Source: an optimization exercise on an open RTL-to-GDS flow (aim: small area, a short achievable clock period and few clock cycles per item). Production flows keep margins and buffers that such runs may drop.
Only simulation tests tie the RTL to the original design; equivalence was not proved.
Power and IR drop assume default switching activity.

==> inputs of job 2753 <==
Design dcache_top, start of the top module:
module dcache_top (
   input  logic        CLK,
   input  logic        nRST,
   input  logic        cpu_ren,
   input  logic        cpu_wen,
   input  logic [31:0] cpu_addr,
   input  logic [31:0] cpu_wdata,
   input  logic        halt,
   output logic        dhit,
   output logic [31:0] dmemload,
   output logic        flushed,
   output logic        mem_ren,
   output logic        mem_wen,
   output logic [31:0] mem_addr,
   output logic [31:0] mem_wdata,
   input  logic        dwait,
   input  logic [31:0] dload
);
export LEC_CHECK = 0
export CAP_MARGIN = 20
export CORE_MARGIN = 2
export CORE_UTILIZATION = 45
export SETUP_SLACK_MARGIN = 5
export SLEW_MARGIN = 20
export TNS_END_PERCENT = 5
create_clock -name core_clock -period 8.0 [get_ports {CLK}]
run.sh (not shown) runs the stock make flow with config.mk's settings and CLKGATE_MAP_FILE= SYNTH_SCRIPT=/design/flow/synth_recipe.tcl, a recipe that flattens the netlist after the stock synthesis.
==> inputs of job 4751, as changes to job 2753 <==
==> flow/design.v (replaced) <==
package dcache_pkg;
   localparam int IDX_W = 3;
   localparam int TAG_W = 26;
   localparam int SETS  = 8;
   localparam int WAYS  = 2;
   localparam int LINES = WAYS * SETS;
endpackage
`timescale 1ns/1ns
module dcache_top (
   input  logic        CLK,
   input  logic        nRST,
   input  logic        cpu_ren,
   input  logic        cpu_wen,
   input  logic [31:0] cpu_addr,
   input  logic [31:0] cpu_wdata,
   input  logic        halt,
   output logic        dhit,
   output logic [31:0] dmemload,
   output logic        flushed,
   output logic        mem_ren,
   output logic        mem_wen,
   output logic [31:0] mem_addr,
   output logic [31:0] mem_wdata,
   input  logic        dwait,
   input  logic [31:0] dload
);
   localparam int TAG_W = dcache_pkg::TAG_W;
   localparam int LINES = dcache_pkg::LINES;
   typedef enum logic [3:0] {
      IDLE, WB0, WB1, FILL0, FILL1, RESP, FSTART, FWB0, FWB1, DONE
   } state_t;
   logic [LINES-1:0]                 valid_q, dirty_q;
   logic [LINES-1:0][TAG_W-1:0]      tag_q;
   logic [LINES-1:0][1:0][31:0]      data_q;
   logic [7:0]                       lru_q;      
   state_t             state_q;
   logic               fl_q;                    
   logic [2:0]         fidx_q;                  
   logic               way_q;                   
   logic               last_q;                  
   logic               dhit_q, ren_q, wen_q, flushed_q;
   logic [31:3]        maddr_q;
   logic               mword_q;
   logic [31:0]        mwdata_q;
   logic [31:0]        rd_q;                    
   logic [TAG_W-1:0]   ctag;
   logic [2:0]         cidx, sidx;
   logic               coff, req, done;
   logic [TAG_W-1:0]   t0, t1, tsel;
   logic [1:0][31:0]   x0, x1;                  
   logic [LINES-1:0]   mline;                   
   logic               m0, m1, hit, vict, wsel, vdirty;
   logic [31:0]        xo0, xo1;
   logic [31:0]        xsel;
   logic [LINES-1:0]   pend;                    
   logic [LINES-1:0]   pend_next;
   logic               any_pend, any_next;
   logic [3:0]         first_pend, first_next;
   assign ctag = cpu_addr[31:6];
   assign cidx = cpu_addr[5:3];
   assign coff = cpu_addr[2];
   assign req  = cpu_ren | cpu_wen;
   assign done = !dwait;
   assign sidx = fl_q ? fidx_q : cidx;
   assign t0 = tag_q[{1'b0, sidx}];
   assign t1 = tag_q[{1'b1, sidx}];
   assign x0 = data_q[{1'b0, sidx}];
   assign x1 = data_q[{1'b1, sidx}];
   always_comb begin
      for (int l = 0; l < LINES; l++) begin
         mline[l] = valid_q[l] && (tag_q[l] == ctag);
      end
   end
   assign m0  = mline[{1'b0, cidx}];
   assign m1  = mline[{1'b1, cidx}];
   assign hit = m0 | m1;
   assign xo0 = coff ? x0[1] : x0[0];
   assign xo1 = coff ? x1[1] : x1[0];
   assign vict = lru_q[cidx];
   assign vdirty = valid_q[{vict, cidx}] & dirty_q[{vict, cidx}];
   assign wsel = (state_q == IDLE) ? vict : way_q;
   assign tsel = wsel ? t1 : t0;
   always_comb begin
      if ((state_q == WB0) || (state_q == FWB0)) begin
         xsel = wsel ? x1[1] : x0[1];
      end else begin
         xsel = wsel ? x1[0] : x0[0];
      end
   end
   assign pend      = valid_q & dirty_q;
   assign pend_next = pend & ~(LINES'(1) << {way_q, fidx_q});
   always_comb begin
      any_pend   = 1'b0;
      first_pend = '0;
      any_next   = 1'b0;
      first_next = '0;
      for (int l = LINES - 1; l >= 0; l--) begin
         if (pend[l]) begin
            any_pend   = 1'b1;
            first_pend = 4'(l);
         end
         if (pend_next[l]) begin
            any_next   = 1'b1;
            first_next = 4'(l);
         end
      end
   end
   assign dhit      = dhit_q;
   assign dmemload  = rd_q;
   assign flushed   = flushed_q;
   assign mem_ren   = ren_q;
   assign mem_wen   = wen_q;
   assign mem_addr  = {maddr_q, mword_q, 2'b00};
   assign mem_wdata = mwdata_q;
   always_ff @(posedge CLK, negedge nRST) begin
      if (!nRST) begin
         state_q   <= IDLE;
         fl_q      <= 1'b0;
         dhit_q    <= 1'b0;
         ren_q     <= 1'b0;
         wen_q     <= 1'b0;
         flushed_q <= 1'b0;
         valid_q   <= '0;
         lru_q     <= '0;
      end else begin
         case (state_q)
            IDLE: begin
               if (halt) begin
                  fl_q <= 1'b1;
                  if (any_pend) begin
                     state_q <= FSTART;
                  end else begin
                     state_q   <= DONE;
                     flushed_q <= 1'b1;
                  end
               end else if (req && hit) begin
                  state_q <= RESP;
                  dhit_q  <= 1'b1;
               end else if (req && vdirty) begin
                  state_q <= WB0;
                  wen_q   <= 1'b1;
               end else if (req) begin
                  state_q <= FILL0;
                  ren_q   <= 1'b1;
               end
            end
            WB0: begin
               if (done) state_q <= WB1;
            end
            WB1: begin
               if (done) begin
                  state_q <= FILL0;
                  wen_q   <= 1'b0;
                  ren_q   <= 1'b1;
               end
            end
            FILL0: begin
               if (done) state_q <= FILL1;
            end
            FILL1: begin
               if (done) begin
                  state_q                <= RESP;
                  ren_q                  <= 1'b0;
                  dhit_q                 <= 1'b1;
                  valid_q[{way_q, cidx}] <= 1'b1;
               end
            end
            RESP: begin
               state_q     <= IDLE;
               dhit_q      <= 1'b0;
               lru_q[cidx] <= ~way_q;
            end
            FSTART: begin
               state_q <= FWB0;
               wen_q   <= 1'b1;
            end
            FWB0: begin
               if (done) state_q <= FWB1;
            end
            FWB1: begin
               if (done && last_q) begin
                  state_q   <= DONE;
                  wen_q     <= 1'b0;
                  flushed_q <= 1'b1;
               end else if (done) begin
                  state_q <= FWB0;
               end
            end
            DONE: begin
            end
            default: begin
               state_q <= IDLE;
            end
         endcase
      end
   end
   logic             fill_done, cpu_write, clean;
   logic [31:0]      wbus;
   logic [3:0]       wline;
   logic             wword;
   assign fill_done = ((state_q == FILL0) || (state_q == FILL1)) && done;
   assign cpu_write = (state_q == RESP) && cpu_wen;
   assign clean     = (state_q == FWB0) && done;
   assign wbus      = (state_q == RESP) ? cpu_wdata : dload;
   assign wline     = {way_q, clean ? fidx_q : cidx};
   assign wword     = (state_q == RESP) ? coff : (state_q == FILL1);
   always_ff @(posedge CLK) begin
      for (int l = 0; l < LINES; l++) begin
         for (int w = 0; w < 2; w++) begin
            if ((fill_done || cpu_write) && (wline == 4'(l)) && (wword == w[0])) begin
               data_q[l][w] <= wbus;
            end
         end
         if ((state_q == FILL1) && done && (wline == 4'(l))) begin
            tag_q[l] <= ctag;
         end
         if (((state_q == FILL1) && done || cpu_write || clean) && (wline == 4'(l))) begin
            dirty_q[l] <= cpu_write;
         end
      end
   end
   always_ff @(posedge CLK) begin
      case (state_q)
         IDLE: begin
            rd_q <= m1 ? xo1 : xo0;
            if (halt) begin
               way_q  <= first_pend[3];
               fidx_q <= first_pend[2:0];
            end else begin
               way_q <= hit ? m1 : vict;
            end
            mword_q  <= 1'b0;
            maddr_q  <= vdirty ? {tsel, cidx} : {ctag, cidx};
            mwdata_q <= xsel;
         end
         WB0, FWB0: begin
            if (done) begin
               mword_q  <= 1'b1;
               mwdata_q <= xsel;
            end
            if (done && (state_q == FWB0)) begin
               way_q  <= first_next[3];
               fidx_q <= first_next[2:0];
               last_q <= !any_next;
            end
         end
         WB1: begin
            if (done) begin
               mword_q <= 1'b0;
               maddr_q <= {ctag, cidx};
            end
         end
         FILL0: begin
            if (done) begin
               mword_q <= 1'b1;
               if (!coff) begin
                  rd_q <= dload;
               end
            end
         end
         FILL1: begin
            if (done) begin
               if (coff) begin
                  rd_q <= dload;
               end
            end
         end
         FSTART: begin
            mword_q  <= 1'b0;
            maddr_q  <= {tsel, fidx_q};
            mwdata_q <= xsel;
         end
         FWB1: begin
            if (done) begin
               mword_q  <= 1'b0;
               maddr_q  <= {tsel, fidx_q};
               mwdata_q <= xsel;
            end
         end
         default: begin
         end
      endcase
   end
endmodule
--- a/flow/config.mk
+++ b/flow/config.mk
@@ -6,8 +6,7 @@
 export NUM_CORES = 4
 export LEC_CHECK = 0
 export CAP_MARGIN = 20
 export CORE_MARGIN = 2
 export CORE_UTILIZATION = 45
 export SETUP_SLACK_MARGIN = 5
 export SLEW_MARGIN = 20
-export TNS_END_PERCENT = 5
==> impl_metrics.xml <==
<?xml version="1.0" encoding="UTF-8"?>
<metrics>
  <group name="sta">
    <metric name="final_critical_path_setup_slack" unit="ps">4720</metric>
  </group>
  <group name="worst_setup_path">
    <metric name="critical-path-max-stage-delay" unit="ps">580</metric>
    <metric name="cp.buffers_inverters" unit="">2</metric>
    <metric name="worst-endpoint-required" unit="ps">8630</metric>
  </group>
  <group name="yosys">
    <metric name="synth_common_cells" unit="">edfxtp_1 (1599), xnor2_1 (416), mux4_2 (371), nand2_1 (350), clkbuf_1 (157)</metric>
  </group>
  <group name="route">
    <metric name="wl_met3" unit="mm">20.2</metric>
    <metric name="viasPerCell" unit="">6.23</metric>
    <metric name="totalWireLength" unit="mm">222</metric>
  </group>
  <group name="pwr">
    <metric name="p_leak" unit="uW">0.0265</metric>
  </group>
  <group name="cells_and_area">
    <metric name="stdcell_count" unit="">6457</metric>
    <metric name="layout.comb_gates.multi_input" unit="">2109</metric>
    <metric name="num-nonclk-buffers" unit="">346</metric>
    <metric name="leading_cell_types_in_the_layout_fill_and_taps_excluded" unit="">edfxtp_1 (1599), xnor2_1 (407), mux4_2 (371), nand2_1 (339), clkbuf_16 (174)</metric>
  </group>
  <group name="clocking">
    <metric name="cts-resized-gates" unit="">304</metric>
    <metric name="cts-buffers-inserted" unit="">170</metric>
  </group>
  <group name="global_route">
    <metric name="grt_resource_usage_total" unit="%">27.9</metric>
  </group>
  <group name="run_status">
    <metric name="run_status" unit="">complete, no violations</metric>
  </group>
  <group name="min_path">
    <metric name="min_from" unit="">lru_q[6]$_DFFE_PN0P_</metric>
  </group>
</metrics>
Source of the figures above: job 2753

==> impl_metrics.xml <==
<?xml version="1.0" encoding="UTF-8"?>
<metrics>
  <group name="cells_and_area">
    <metric name="num-nonclk-buffers" unit="">841</metric>
    <metric name="stdcell_count" unit="">7966</metric>
    <metric name="leading_cell_types_in_the_layout_fill_and_taps_excluded" unit="">edfxtp_1 (1555), nand2_1 (1130), xor2_1 (323), nand3_1 (292), buf_12 (211)</metric>
  </group>
  <group name="sta">
    <metric name="final_critical_path_setup_slack" unit="ps">4380</metric>
  </group>
  <group name="worst_setup_path">
    <metric name="cp.buffers_inverters" unit="">7</metric>
    <metric name="worst-endpoint-required" unit="ps">8600</metric>
    <metric name="critical-path-max-stage-delay" unit="ps">460</metric>
  </group>
  <group name="pwr">
    <metric name="total_power" unit="uW">32700</metric>
  </group>
  <group name="run_status">
    <metric name="run_status" unit="">complete, no violations</metric>
  </group>
  <group name="global_route">
    <metric name="grt_max_degree" unit="">97</metric>
  </group>
  <group name="clocking">
    <metric name="cts-resized-gates" unit="">1321</metric>
    <metric name="cts-buffers-inserted" unit="">168</metric>
  </group>
  <group name="route">
    <metric name="viasPerCell" unit="">6.32</metric>
    <metric name="wl_met3" unit="mm">34.2</metric>
  </group>
</metrics>
Source of the figures above: job 4751

Testbench counts of job 2753, summed over its fixed seeds: cycles 43,025, accesses 4,800.
Testbench counts of job 4751, summed over its fixed seeds: cycles 38,225, accesses 4,800.

re-timing with driven ports:
No port has a modelled driver above. Below, the same layouts with a new extraction and two added sets of constraints. Step 1 sets driving cells, clkbuf_16 on the clock port and buf_2 on the other inputs (assumed; they add their load-dependent delay and slew). Step 2 moves the port delays by t, midway between the first and last clock arrival at a register: inputs arrive t later, outputs are due t later. That takes back most of the time a late clock gives input paths. a / b / c = no drivers / after step 1 / after step 2; a / b = the first two.
run	shift t [ns]	setup WS [ns]	worst setup path at the end
job 2753	0.869	4.717 / 4.696 / 3.906	input to register
job 4751	0.895	4.381 / 4.388 / 3.493	input to register
After both steps every run listed still meets setup and hold. The setup slack of job 4751, which loses most, moves by +0.007 ns with the drivers and by -0.888 ns with both steps.
